What follows belongs to an exercise in optimizing a design on an open flow for small area; a production flow would make more cautious choices. The RTL was checked by simulation tests, not by an equivalence proof against the original design.

==> flow/design.v <==
package aesKeyPkg;
  typedef logic [32-1:0] keyWordT;
  typedef logic [4*32-1:0] roundKeyT;
  typedef logic [3:0] roundIdxT;
  typedef logic [7:0] byteT;
endpackage
module aesSbox (
  input  aesKeyPkg::byteT inByte,
  output aesKeyPkg::byteT outByte
);
  logic U0, U1, U2, U3, U4, U5, U6, U7;
  assign {U0, U1, U2, U3, U4, U5, U6, U7} = inByte;
  logic T1, T2, T3, T4, T5, T6, T7, T8, T9, T10, T11, T12, T13, T14, T15, T16;
  logic T17, T18, T19, T20, T21, T22, T23, T24, T25, T26, T27;
  assign T1  = U0 ^ U3;
  assign T2  = U0 ^ U5;
  assign T3  = U0 ^ U6;
  assign T4  = U3 ^ U5;
  assign T5  = U4 ^ U6;
  assign T6  = T1 ^ T5;
  assign T7  = U1 ^ U2;
  assign T8  = U7 ^ T6;
  assign T9  = U7 ^ T7;
  assign T10 = T6 ^ T7;
  assign T11 = U1 ^ U5;
  assign T12 = U2 ^ U5;
  assign T13 = T3 ^ T4;
  assign T14 = T6 ^ T11;
  assign T15 = T5 ^ T11;
  assign T16 = T5 ^ T12;
  assign T17 = T9 ^ T16;
  assign T18 = U3 ^ U7;
  assign T19 = T7 ^ T18;
  assign T20 = T1 ^ T19;
  assign T21 = U6 ^ U7;
  assign T22 = T7 ^ T21;
  assign T23 = T2 ^ T22;
  assign T24 = T2 ^ T10;
  assign T25 = T20 ^ T17;
  assign T26 = T3 ^ T16;
  assign T27 = T1 ^ T12;
  logic M1, M2, M3, M4, M5, M6, M7, M8, M9, M10, M11, M12, M13, M14, M15, M16;
  logic M17, M18, M19, M20, M21, M22, M23, M24, M25, M26, M27, M28, M29, M30;
  logic M31, M32, M33, M34, M35, M36, M37, M38, M39, M40, M41, M42, M43, M44, M45;
  logic M46, M47, M48, M49, M50, M51, M52, M53, M54, M55, M56, M57, M58, M59;
  logic M60, M61, M62, M63;
  assign M1  = T13 & T6;
  assign M2  = T23 & T8;
  assign M3  = T14 ^ M1;
  assign M4  = T19 & U7;
  assign M5  = M4 ^ M1;
  assign M6  = T3 & T16;
  assign M7  = T22 & T9;
  assign M8  = T26 ^ M6;
  assign M9  = T20 & T17;
  assign M10 = M9 ^ M6;
  assign M11 = T1 & T15;
  assign M12 = T4 & T27;
  assign M13 = M12 ^ M11;
  assign M14 = T2 & T10;
  assign M15 = M14 ^ M11;
  assign M16 = M3 ^ M2;
  assign M17 = M5 ^ T24;
  assign M18 = M8 ^ M7;
  assign M19 = M10 ^ M15;
  assign M20 = M16 ^ M13;
  assign M21 = M17 ^ M15;
  assign M22 = M18 ^ M13;
  assign M23 = M19 ^ T25;
  assign M24 = M22 ^ M23;
  assign M25 = M22 & M20;
  assign M26 = M21 ^ M25;
  assign M27 = M20 ^ M21;
  assign M28 = M23 ^ M25;
  assign M29 = M28 & M27;
  assign M30 = M26 & M24;
  assign M31 = M20 & M23;
  assign M32 = M27 & M31;
  assign M33 = M27 ^ M25;
  assign M34 = M21 & M22;
  assign M35 = M24 & M34;
  assign M36 = M24 ^ M25;
  assign M37 = M21 ^ M29;
  assign M38 = M32 ^ M33;
  assign M39 = M23 ^ M30;
  assign M40 = M35 ^ M36;
  assign M41 = M38 ^ M40;
  assign M42 = M37 ^ M39;
  assign M43 = M37 ^ M38;
  assign M44 = M39 ^ M40;
  assign M45 = M42 ^ M41;
  assign M46 = M44 & T6;
  assign M47 = M40 & T8;
  assign M48 = M39 & U7;
  assign M49 = M43 & T16;
  assign M50 = M38 & T9;
  assign M51 = M37 & T17;
  assign M52 = M42 & T15;
  assign M53 = M45 & T27;
  assign M54 = M41 & T10;
  assign M55 = M44 & T13;
  assign M56 = M40 & T23;
  assign M57 = M39 & T19;
  assign M58 = M43 & T3;
  assign M59 = M38 & T22;
  assign M60 = M37 & T20;
  assign M61 = M42 & T1;
  assign M62 = M45 & T4;
  assign M63 = M41 & T2;
  logic L0, L1, L2, L3, L4, L5, L6, L7, L8, L9, L10, L11, L12, L13, L14, L15;
  logic L16, L17, L18, L19, L20, L21, L22, L23, L24, L25, L26, L27, L28, L29;
  assign L0  = M61 ^ M62;
  assign L1  = M50 ^ M56;
  assign L2  = M46 ^ M48;
  assign L3  = M47 ^ M55;
  assign L4  = M54 ^ M58;
  assign L5  = M49 ^ M61;
  assign L6  = M62 ^ L5;
  assign L7  = M46 ^ L3;
  assign L8  = M51 ^ M59;
  assign L9  = M52 ^ M53;
  assign L10 = M53 ^ L4;
  assign L11 = M60 ^ L2;
  assign L12 = M48 ^ M51;
  assign L13 = M50 ^ L0;
  assign L14 = M52 ^ M61;
  assign L15 = M55 ^ L1;
  assign L16 = M56 ^ L0;
  assign L17 = M57 ^ L1;
  assign L18 = M58 ^ L8;
  assign L19 = M63 ^ L4;
  assign L20 = L0 ^ L1;
  assign L21 = L1 ^ L7;
  assign L22 = L3 ^ L12;
  assign L23 = L18 ^ L2;
  assign L24 = L15 ^ L9;
  assign L25 = L6 ^ L10;
  assign L26 = L7 ^ L9;
  assign L27 = L8 ^ L10;
  assign L28 = L11 ^ L14;
  assign L29 = L11 ^ L17;
  assign outByte[7] = L6 ^ L24;
  assign outByte[6] = ~(L16 ^ L26);
  assign outByte[5] = ~(L19 ^ L28);
  assign outByte[4] = L6 ^ L21;
  assign outByte[3] = L20 ^ L22;
  assign outByte[2] = L25 ^ L29;
  assign outByte[1] = ~(L13 ^ L27);
  assign outByte[0] = ~(L6 ^ L23);
endmodule
module keyRoundStep (
  input  aesKeyPkg::keyWordT lastWord,   
  input  aesKeyPkg::keyWordT backWord,   
  input  aesKeyPkg::byteT    rcon,
  output aesKeyPkg::keyWordT newWord     
);
  aesKeyPkg::keyWordT rotWord;
  aesKeyPkg::keyWordT subWord;
  assign rotWord = {lastWord[23:0], lastWord[31:24]};  
  genvar g;
  for (g = 0; g < 32 / 8; g++) begin : gSub
    aesSbox sbox (
      .inByte (rotWord[8*g +: 8]),
      .outByte(subWord[8*g +: 8])
    );
  end
  assign newWord = backWord ^ subWord ^ {rcon, 24'h000000};
endmodule
module keySequencer (
  input  logic                CLK,
  input  logic                CLR,
  input  logic                start,
  output logic                accept,
  output logic                busy,
  output logic [3:0]          phase,
  output aesKeyPkg::byteT     rcon,
  output logic                done
);
  logic [3:0] phaseNext;
  assign accept    = start & ~busy;  
  assign phaseNext = (phase == 4'd13) ? 4'd0 : phase + 4'd1;
  always_ff @(posedge CLK or posedge CLR) begin
    if (CLR) begin
      busy <= 1'b0;
      done <= 1'b0;
    end else if (accept) begin
      busy <= 1'b1;
      done <= 1'b0;
    end else if (busy && phase == 4'd9) begin
      busy <= 1'b0;
      done <= 1'b1;  
    end
  end
  always_ff @(posedge CLK) begin
    phase <= accept ? 4'd0 : phaseNext;
  end
  logic [9:0] ph;
  for (genvar i = 0; i < 10; i++) begin : gPh
    assign ph[i] = (phase == 4'(i));
  end
  assign rcon[0] = ph[0] | ph[8];
  assign rcon[1] = ph[1] | ph[8] | ph[9];
  assign rcon[2] = ph[2] | ph[9];
  assign rcon[3] = ph[3] | ph[8];
  assign rcon[4] = ph[4] | ph[8] | ph[9];
  assign rcon[5] = ph[5] | ph[9];
  assign rcon[6] = ph[6];
  assign rcon[7] = ph[7];
endmodule
module roundKeyStore (
  input  logic                CLK,
  input  logic                accept,
  input  logic                busy,
  input  logic [3:0]          phase,
  input  aesKeyPkg::roundKeyT cipherKey,
  input  aesKeyPkg::keyWordT  newWord,
  output aesKeyPkg::keyWordT  lastWord,
  output aesKeyPkg::keyWordT  backWord,
  input  aesKeyPkg::roundIdxT rdRound,
  output aesKeyPkg::roundKeyT rdKey
);
  localparam int N = 14;
  aesKeyPkg::keyWordT ring [0:N-1];
  aesKeyPkg::keyWordT w0, w1, w2, w3;
  aesKeyPkg::keyWordT ld [0:3];
  assign {w0, w1, w2, w3} = cipherKey;
  assign ld[0] = w0 ^ w1 ^ ld[2];   
  assign ld[1] = w1 ^ w3;           
  assign ld[2] = w2 ^ w3;           
  assign ld[3] = w3;                
  always_ff @(posedge CLK) begin
    for (int p = 0; p < N - 4; p++) begin
      ring[p] <= ring[p+1];
    end
    for (int p = N - 4; p < N - 1; p++) begin
      ring[p] <= accept ? ld[p-(N-4)] : ring[p+1];
    end
    ring[N-1] <= accept ? ld[3] : (busy ? newWord : ring[0]);
  end
  assign lastWord = ring[N-1];
  assign backWord = ring[N-4];
  logic [5:0]   pos;
  logic [N/2-1:0] selHi;
  logic           selLo;
  always_comb begin
    pos = 6'(rdRound) + 6'd24 - 6'(phase);
    if (pos >= 6'd28) pos = pos - 6'd28;
    if (pos >= 6'd14) pos = pos - 6'd14;
    for (int q = 0; q < N / 2; q++) begin
      selHi[q] = (rdRound <= aesKeyPkg::roundIdxT'(10)) && (pos[4:1] == 4'(q));
    end
    selLo = pos[0];
  end
  aesKeyPkg::keyWordT win [0:4];
  aesKeyPkg::keyWordT tapA, tapB, tapC, tapD;
  always_comb begin
    for (int k = 0; k < 5; k++) begin
      win[k] = '0;
      for (int q = 0; q < N / 2; q++) begin
        win[k] = win[k] | ({32{selHi[q]}} & ring[(2*q+k)%N]);
      end
    end
  end
  assign tapD = selLo ? win[1] : win[0];
  assign tapC = selLo ? win[2] : win[1];
  assign tapB = selLo ? win[3] : win[2];
  assign tapA = selLo ? win[4] : win[3];
  assign rdKey = {tapA ^ tapB ^ tapC ^ tapD, tapA ^ tapC, tapA ^ tapB, tapA};
endmodule
module keyExpand (
  input  logic                CLK,
  input  logic                CLR,
  input  logic                start,
  input  aesKeyPkg::roundKeyT cipherKey,
  input  aesKeyPkg::roundIdxT rdRound,
  output aesKeyPkg::roundKeyT roundKey,
  output logic                done
);
  logic               accept;
  logic               busy;
  logic [3:0]         phase;
  aesKeyPkg::byteT    rcon;
  aesKeyPkg::keyWordT lastWord;
  aesKeyPkg::keyWordT backWord;
  aesKeyPkg::keyWordT newWord;
  keySequencer sequencer (
    .CLK   (CLK),
    .CLR   (CLR),
    .start (start),
    .accept(accept),
    .busy  (busy),
    .phase (phase),
    .rcon  (rcon),
    .done  (done)
  );
  keyRoundStep roundStep (
    .lastWord(lastWord),
    .backWord(backWord),
    .rcon    (rcon),
    .newWord (newWord)
  );
  roundKeyStore keyStore (
    .CLK      (CLK),
    .accept   (accept),
    .busy     (busy),
    .phase    (phase),
    .cipherKey(cipherKey),
    .newWord  (newWord),
    .lastWord (lastWord),
    .backWord (backWord),
    .rdRound  (rdRound),
    .rdKey    (roundKey)
  );
endmodule
Settings: LEC_CHECK=0, CAP_MARGIN=20, CORE_MARGIN=2, CORE_UTILIZATION=60, SLEW_MARGIN=20; clock period 24.0 ns.
standard.sh (not shown) runs the stock make flow with config.mk's settings and CLKGATE_MAP_FILE= SYNTH_SCRIPT=/design/flow/synth_recipe.tcl, a recipe that flattens the netlist after the stock synthesis.
==> flow/flow/run.sh <==
#!/bin/bash
# The standard layout with these changes:
# - synthesis maps the logic with an area-oriented ABC script
#   (flow/abc_area.script) in place of ORFS's speed script; the synthesis
#   script itself and the register mapping are ORFS's own;
# - every port still gets a buffer, but the smallest one (buf_1);
# - clock tree synthesis uses no dummy loads, larger sink clusters and
#   clkbuf_8 buffers below the root.
set -euo pipefail
WORK=$(pwd)
rm -rf "$WORK/scripts"
cp -r "$FLOW_HOME/scripts" "$WORK/scripts"
cp "$WORK/flow/abc_area.script" "$WORK/scripts/abc_speed.script"
bash standard.sh SCRIPTS_DIR="$WORK/scripts" \
  BUFFER_PORTS_ARGS="-buffer_cell sky130_fd_sc_hd__buf_1" \
  CTS_ARGS="-sink_clustering_enable -repair_clock_nets -dont_use_dummy_load -sink_clustering_size 12 -sink_clustering_max_diameter 60 -buf_list sky130_fd_sc_hd__clkbuf_8 -root_buf sky130_fd_sc_hd__clkbuf_16" \
  finish \
  > "$WORK/make_flow.log" 2>&1
==> flow/flow/abc_area.script <==
&get -n; &st; &dc2; &dch; &nf -R 1000; &put
Edit:
--- a/flow/design.v
+++ b/flow/design.v
@@ -236,39 +236,47 @@
       ring[p] <= accept ? ld[p-(N-4)] : ring[p+1];
     end
     ring[N-1] <= accept ? ld[3] : (busy ? newWord : ring[0]);
   end
   assign lastWord = ring[N-1];
   assign backWord = ring[N-4];
-  logic [5:0]   pos;
-  logic [N/2-1:0] selHi;
-  logic           selLo;
+  logic [5:0]     pA;
+  logic [5:0]     pB;
+  logic [N/2-1:0] selE;
+  logic [N/2-1:0] selO;
+  logic           aOdd;
+  logic           valid;
   always_comb begin
-    pos = 6'(rdRound) + 6'd24 - 6'(phase);
-    if (pos >= 6'd28) pos = pos - 6'd28;
-    if (pos >= 6'd14) pos = pos - 6'd14;
+    pA = 6'(rdRound) + 6'd27 - 6'(phase);
+    if (pA >= 6'd28) pA = pA - 6'd28;
+    if (pA >= 6'd14) pA = pA - 6'd14;
+    pB = (pA == 6'd0) ? 6'd13 : pA - 6'd1;
+    valid = (rdRound <= aesKeyPkg::roundIdxT'(10));
     for (int q = 0; q < N / 2; q++) begin
-      selHi[q] = (rdRound <= aesKeyPkg::roundIdxT'(10)) && (pos[4:1] == 4'(q));
+      selE[q] = valid && (pA[4:1] == 4'(q));
+      selO[q] = valid && (pB[4:1] == 4'(q));
     end
-    selLo = pos[0];
+    aOdd = pA[0];
   end
-  aesKeyPkg::keyWordT win [0:4];
-  aesKeyPkg::keyWordT tapA, tapB, tapC, tapD;
+  aesKeyPkg::keyWordT e1, e2, o1, o2;
   always_comb begin
-    for (int k = 0; k < 5; k++) begin
-      win[k] = '0;
-      for (int q = 0; q < N / 2; q++) begin
-        win[k] = win[k] | ({32{selHi[q]}} & ring[(2*q+k)%N]);
-      end
+    e1 = '0;
+    e2 = '0;
+    o1 = '0;
+    o2 = '0;
+    for (int q = 0; q < N / 2; q++) begin
+      e1 = e1 | ({32{selE[q]}} & ring[2*q]);
+      e2 = e2 | ({32{selE[q]}} & ring[(2*q+N-2)%N]);
+      o1 = o1 | ({32{selO[q]}} & ring[2*q+1]);
+      o2 = o2 | ({32{selO[q]}} & ring[(2*q+N-1)%N]);
     end
   end
-  assign tapD = selLo ? win[1] : win[0];
-  assign tapC = selLo ? win[2] : win[1];
-  assign tapB = selLo ? win[3] : win[2];
-  assign tapA = selLo ? win[4] : win[3];
-  assign rdKey = {tapA ^ tapB ^ tapC ^ tapD, tapA ^ tapC, tapA ^ tapB, tapA};
+  aesKeyPkg::keyWordT e12, o12;
+  assign e12 = e1 ^ e2;
+  assign o12 = o1 ^ o2;
+  assign rdKey = {e12 ^ o12, aOdd ? o12 : e12, e1 ^ o1, aOdd ? o1 : e1};
 endmodule
 module keyExpand (
   input  logic                CLK,
   input  logic                CLR,
   input  logic                start,
   input  aesKeyPkg::roundKeyT cipherKey,
After rerunning: Design area goes down by 5.4%; wire length goes down by 0.82%; clock skew goes up by 0.017 ns; setup slack got worse by 0.43 ns; cell count goes down by 7.3%.

-- port drivers added, routing unchanged --
In the flow no input, the clock included, has a driving cell. The finished layouts below were timed again as built, in two steps. Step 1, drivers: a clkbuf_16 drives CLK and a buf_2 each remaining input, both assumed. Step 2 moves the port delays by t, midway between the first and last clock arrival at a register: inputs arrive t later, outputs are due t later. That takes back most of the time a late clock gives input paths. a / b / c = no drivers / after step 1 / after step 2; a / b = the first two.
| run | shift t [ns] | setup slack, ns | worst setup path after step 2 | worst register clock-pin slew, ns |
|---|---|---|---|---|
| the first run | 0.589 | 7.902 / 7.881 / 7.881 | input to output | 0.09 / 0.09 |
| the second run | 0.579 | 7.473 / 7.451 / 7.451 | input to output | 0.09 / 0.09 |
After both steps every run listed still meets setup and hold. The setup slack of the second run, which loses most, moves by -0.022 ns with the drivers and by -0.022 ns with both steps.
